Source: an optimization exercise on an open RTL-to-GDS flow (aim: small area). Production flows keep margins and buffers that such runs may drop.
Only simulation tests tie the RTL to the original design; equivalence was not proved.
Power figures rest on the tool's default switching activity, not on a simulated workload.

## branch_predictor
module branch_predictor
#(
    parameter int unsigned XLEN    = branch_predictor_pkg::XLEN,
    parameter int unsigned ENTRIES = 16,
    parameter int unsigned IDX_W   = $clog2(ENTRIES)
)
(
    input  logic            clk,
    input  logic            rst_n,
    input  logic [XLEN-1:0] if_pc,
    output logic            pred_taken,
    output logic [XLEN-1:0] pred_target,
    input  logic            ex_valid,
    input  logic [XLEN-1:0] ex_pc,
    input  logic            ex_is_branch,
    input  logic            ex_is_jump,
    input  logic            ex_taken,
    input  logic [XLEN-1:0] ex_target,
    input  logic            ex_pred_taken,
    input  logic [XLEN-1:0] ex_pred_target,
    output logic            flush,
    output logic [XLEN-1:0] redirect_pc,
    output logic [31:0]     stat_branches,
    output logic [31:0]     stat_mispred
);
    localparam int unsigned TAG_W = XLEN - IDX_W - 2;
    logic [ENTRIES-1:0]              rd_oh, wr_oh, bw_oh, inv_n;
    logic [ENTRIES-1:0]              valid_all, jmp_all;
    logic [TAG_W-1:0][ENTRIES-1:0]   tag_all;
    logic [XLEN-1:0][ENTRIES-1:0]    tgt_all;
    logic [1:0][ENTRIES-1:0]         bht_all;
    logic                            rd_valid, rd_jmp, rd_bht1;
  ...
clock: 7.0 ns
lec_check: 0
cap_margin: 20
core_margin: 2
core_utilization: 40
cts_buf_list: sky130_fd_sc_hd__clkbuf_8
cts_cluster_diameter: 50
cts_cluster_size: 18
slew_margin: 20
synth_hierarchical: 1
run.sh (not shown) runs the stock make flow with config.mk's settings and CLKGATE_MAP_FILE= SYNTH_SCRIPT=/design/flow/synth_recipe.tcl, a recipe that flattens the netlist after the stock synthesis.
Rerun with:
==> flow/flow/run.sh (new file) <==
#!/bin/bash
# Layout flow: the standard flow (standard.sh, standard synthesis
# unchanged), with two layout choices made through ORFS variables:
#  - port buffers use the smallest buffer cell, sky130_fd_sc_hd__buf_1;
#  - clock tree built from clkbuf_4/clkbuf_8 in clusters of 16 sinks,
#    without dummy balancing loads.
# All tool output goes to flow.log here; ORFS also keeps per-step logs
# under orfs/logs/.
set -euo pipefail
cd "$(dirname "$0")/.."

export BUFFER_PORTS_ARGS="-buffer_cell sky130_fd_sc_hd__buf_1"
export CTS_ARGS="-sink_clustering_enable -repair_clock_nets -dont_use_dummy_load -buf_list {sky130_fd_sc_hd__clkbuf_4 sky130_fd_sc_hd__clkbuf_8} -sink_clustering_size 16 -sink_clustering_max_diameter 60"

bash standard.sh > flow.log 2>&1
==> flow/standard.sh (new file) <==
#!/bin/bash
# synth_recipe.tcl (not shown) runs the flow's synth.tcl, then flattens the netlist and writes it again
# the make line also repeats each setting of config.mk as NAME=value (left out here)
make -C /OpenROAD-flow-scripts/flow DESIGN_CONFIG=/design/flow/config.mk WORK_HOME=/design/flow/orfs CLKGATE_MAP_FILE= SYNTH_SCRIPT=/design/flow/synth_recipe.tcl "${@:-finish}"
--- a/flow/config.mk
+++ b/flow/config.mk
@@ -9,6 +9,4 @@
 export CORE_MARGIN = 2
-export CORE_UTILIZATION = 40
-export CTS_BUF_LIST = sky130_fd_sc_hd__clkbuf_8
-export CTS_CLUSTER_DIAMETER = 50
-export CTS_CLUSTER_SIZE = 18
+export CORE_UTILIZATION = 75
+export PLACE_DENSITY = 0.85
 export SLEW_MARGIN = 20
removed: flow/run.sh
After rerunning: The new run finished clean; count of clock-buffer cells in the layout drops by 29; core utilization grows by 34 points; global-route usage came out higher by 16 points; via count is higher by about 2.8%; cell count decreases by 20%; total power came out lower by 15%; register-to-register slack gains 0.04 ns; sequential cell count does not change; wire length is lower by 8.6%; cell area falls by 9.9%; critical path depth decreases by 1.
Rerun with:
==> flow/run.sh (new file) <==
#!/bin/bash
# synth_recipe.tcl (not shown) runs the flow's synth.tcl, then flattens the netlist and writes it again
# the make line also repeats each setting of config.mk as NAME=value (left out here)
make -C /OpenROAD-flow-scripts/flow DESIGN_CONFIG=/design/flow/config.mk WORK_HOME=/design/flow/orfs CLKGATE_MAP_FILE= SYNTH_SCRIPT=/design/flow/synth_recipe.tcl finish
--- a/flow/config.mk
+++ b/flow/config.mk
@@ -7,7 +7,9 @@
 export LEC_CHECK = 0
-export CAP_MARGIN = 20
+export CAP_MARGIN = 0
 export CORE_MARGIN = 2
-export CORE_UTILIZATION = 75
-export PLACE_DENSITY = 0.85
-export SLEW_MARGIN = 20
+export CORE_UTILIZATION = 40
+export CTS_BUF_LIST = sky130_fd_sc_hd__clkbuf_4 sky130_fd_sc_hd__clkbuf_8
+export CTS_CLUSTER_DIAMETER = 60
+export CTS_CLUSTER_SIZE = 16
+export SLEW_MARGIN = 0
 export SYNTH_HIERARCHICAL = 1
removed: flow/flow/run.sh
removed: flow/standard.sh
Sequential share of layout area decreases by 6.4 points.
Synthesized cell count does not change.
Clock power increases by 37%.
Global-route usage decreases by 16 points.
Wire length increases by 9.4%.
Hold slack is worse by 0.0087 ns.
Die area increases by about 90%.
Final cell count increases by 24%.
Via count decreases by 3.1%.
Rerun with:
==> flow/flow/run.sh (new file) <==
#!/bin/bash
# Layout flow: the standard flow (standard.sh, standard synthesis
# unchanged), with two layout choices made through ORFS variables:
#  - port buffers use the smallest buffer cell, sky130_fd_sc_hd__buf_1;
#  - clock tree built from clkbuf_4/clkbuf_8 in clusters of 16 sinks,
#    without dummy balancing loads.
# All tool output goes to flow.log here; ORFS also keeps per-step logs
# under orfs/logs/.
set -euo pipefail
cd "$(dirname "$0")/.."

export BUFFER_PORTS_ARGS="-buffer_cell sky130_fd_sc_hd__buf_1"
export CTS_ARGS="-sink_clustering_enable -repair_clock_nets -dont_use_dummy_load -buf_list {sky130_fd_sc_hd__clkbuf_4 sky130_fd_sc_hd__clkbuf_8} -sink_clustering_size 16 -sink_clustering_max_diameter 60"

bash standard.sh > flow.log 2>&1
==> flow/standard.sh (new file) <==
#!/bin/bash
# synth_recipe.tcl (not shown) runs the flow's synth.tcl, then flattens the netlist and writes it again
# the make line also repeats each setting of config.mk as NAME=value (left out here)
make -C /OpenROAD-flow-scripts/flow DESIGN_CONFIG=/design/flow/config.mk WORK_HOME=/design/flow/orfs CLKGATE_MAP_FILE= SYNTH_SCRIPT=/design/flow/synth_recipe.tcl "${@:-finish}"
==> flow/config.mk (replaced) <==
export PLATFORM = sky130hd
export DESIGN_NAME = branch_predictor
export DESIGN_NICKNAME = branch_predictor
export VERILOG_FILES = /design/flow/design.v
export SDC_FILE = /design/flow/constraint.sdc
export NUM_CORES = 4
export LEC_CHECK = 0
export CAP_MARGIN = 20
export CORE_MARGIN = 2
export CORE_UTILIZATION = 60
export PLACE_DENSITY = 0.72
export SLEW_MARGIN = 20
export SYNTH_HIERARCHICAL = 1
removed: flow/run.sh
Wire length shrinks by about 6%.
Register-to-register slack improved by 0.02 ns.
Total power shrinks by 9.6%.
Final area shrinks by 7.7%.
Clock skew increases by 0.040 ns.
Die area fell by about 33%.
Setup slack improved by 0.18 ns.
Rerun with:
--- a/flow/config.mk
+++ b/flow/config.mk
@@ -9,4 +9,3 @@
 export CORE_MARGIN = 2
-export CORE_UTILIZATION = 60
-export PLACE_DENSITY = 0.72
+export CORE_UTILIZATION = 40
 export SLEW_MARGIN = 20
What happened: Cell area grows by 1.4%; power came out higher by 1.0%; routed wire length rose by about 3.3%; core utilization drops by 22 points.
Rerun with:
==> flow/run.sh (new file) <==
#!/bin/bash
# synth_recipe.tcl (not shown) runs the flow's synth.tcl, then flattens the netlist and writes it again
# the make line also repeats each setting of config.mk as NAME=value (left out here)
make -C /OpenROAD-flow-scripts/flow DESIGN_CONFIG=/design/flow/config.mk WORK_HOME=/design/flow/orfs CLKGATE_MAP_FILE= SYNTH_SCRIPT=/design/flow/synth_recipe.tcl finish
--- a/flow/config.mk
+++ b/flow/config.mk
@@ -10,2 +10,5 @@
 export CORE_UTILIZATION = 40
+export CTS_BUF_LIST = sky130_fd_sc_hd__clkbuf_4 sky130_fd_sc_hd__clkbuf_8
+export CTS_CLUSTER_DIAMETER = 60
+export CTS_CLUSTER_SIZE = 16
 export SLEW_MARGIN = 20
removed: flow/flow/run.sh
removed: flow/standard.sh
Effect:
- The changed run produced a clean layout
- area after synthesis does not change
- worst setup slack loses 0.21 ns
- hold slack gets worse by 0.0062 ns
- power is higher by about 9%

* * *

Another version of the RTL of branch_predictor (not shown whole).
Size in the first run: ~2,100 cells after synthesis, about 270 I/O pins.
Settings: LEC_CHECK=0, CAP_MARGIN=20, CORE_MARGIN=2, CORE_UTILIZATION=75, PLACE_DENSITY=0.85, SLEW_MARGIN=20, SYNTH_HIERARCHICAL=1; clock period 7.0 ns.
standard.sh (not shown) runs the stock make flow with config.mk's settings and CLKGATE_MAP_FILE= SYNTH_SCRIPT=/design/flow/synth_recipe.tcl, a recipe that flattens the netlist after the stock synthesis.
==> flow/flow/run.sh <==
#!/bin/bash
# Layout flow: the standard flow (standard.sh, standard synthesis
# unchanged), with two layout choices made through ORFS variables:
#  - port buffers use the smallest buffer cell, sky130_fd_sc_hd__buf_1;
#  - clock tree built from clkbuf_4/clkbuf_8 in clusters of 16 sinks,
#    without dummy balancing loads.
# All tool output goes to flow.log here; ORFS also keeps per-step logs
# under orfs/logs/.
set -euo pipefail
cd "$(dirname "$0")/.."

export BUFFER_PORTS_ARGS="-buffer_cell sky130_fd_sc_hd__buf_1"
export CTS_ARGS="-sink_clustering_enable -repair_clock_nets -dont_use_dummy_load -buf_list {sky130_fd_sc_hd__clkbuf_4 sky130_fd_sc_hd__clkbuf_8} -sink_clustering_size 16 -sink_clustering_max_diameter 60"

bash standard.sh > flow.log 2>&1
The first run passed the timing, DRC and antenna checks.
Next try:
==> flow/flow/run.sh (replaced) <==
#!/bin/bash
# Layout flow: the standard flow (standard.sh, standard synthesis
# unchanged), with two layout choices made through ORFS variables:
#  - port buffers use the smallest buffer cell, sky130_fd_sc_hd__buf_1;
#  - clock tree built from clkbuf_4/clkbuf_8 in clusters of 18 sinks,
#    without dummy balancing loads.
# All tool output goes to flow.log here; ORFS also keeps per-step logs
# under orfs/logs/.
set -euo pipefail
cd "$(dirname "$0")/.."

export BUFFER_PORTS_ARGS="-buffer_cell sky130_fd_sc_hd__buf_1"
export CTS_ARGS="-sink_clustering_enable -repair_clock_nets -dont_use_dummy_load -buf_list {sky130_fd_sc_hd__clkbuf_4 sky130_fd_sc_hd__clkbuf_8} -sink_clustering_size 18 -sink_clustering_max_diameter 60"

export RECOVER_POWER=100
bash standard.sh > flow.log 2>&1
What happened: With this change the flow reached the layout checks and failed them: max-capacitance violations, max-slew violations. Maximum frequency fell by 2.4%. Final area fell by about 1.1%. Synthesized cell count does not change. Clock skew fell by 0.0058 ns. Utilization fell by 0.90 points. Sequential power barely changes. Total power fell by about 1.3%. Cell count is about the same. Via count fell by about 0.7%.

[afterwards: timing with drivers on the ports]
In the flow no input, the clock included, has a driving cell. The finished layouts below were timed again as built, in two steps.
Step 1: set_driving_cell puts a clkbuf_16 on clk and a buf_2 on each other input, an assumption about the parent block.
Step 2 adds t to the input delays and takes it off the output delays; t is the mean of the earliest and latest rising clock arrival at the registers after step 1. Input paths then give back, and output paths get back, about the clock's delay inside the block.
Three values: ideal ports, drivers, drivers and shift; two values: the first two.
run	shift t [ns]	slack for setup (ns)	worst setup path after step 2	slew at the worst register clock pin (ns)	cell pins on the clock port's net
the first run of note 1	0.822	0.309 / 0.282 / 0.282	input to output	0.11 / 0.11	1
the second run of note 1	0.737	0.534 / 0.505 / 0.505	input to output	0.10 / 0.10	1
the third run of note 1	0.806	0.241 / 0.214 / 0.214	input to output	0.11 / 0.11	1
the fourth run of note 1	0.746	0.416 / 0.380 / 0.380	input to output	0.10 / 0.10	1
the fifth run of note 1	0.763	0.448 / 0.398 / 0.398	input to output	0.10 / 0.10	1
the sixth run of note 1	0.806	0.241 / 0.214 / 0.214	input to output	0.11 / 0.11	1
the first run of note 2	0.734	0.556 / 0.490 / 0.490	input to output	0.10 / 0.10	1
the second run of note 2	0.714	0.396 / 0.341 / 0.341	input to output	0.11 / 0.11	1
For the first run of note 2, which loses most, drivers alone change the setup slack by -0.066 ns; drivers and shift together by -0.066 ns.
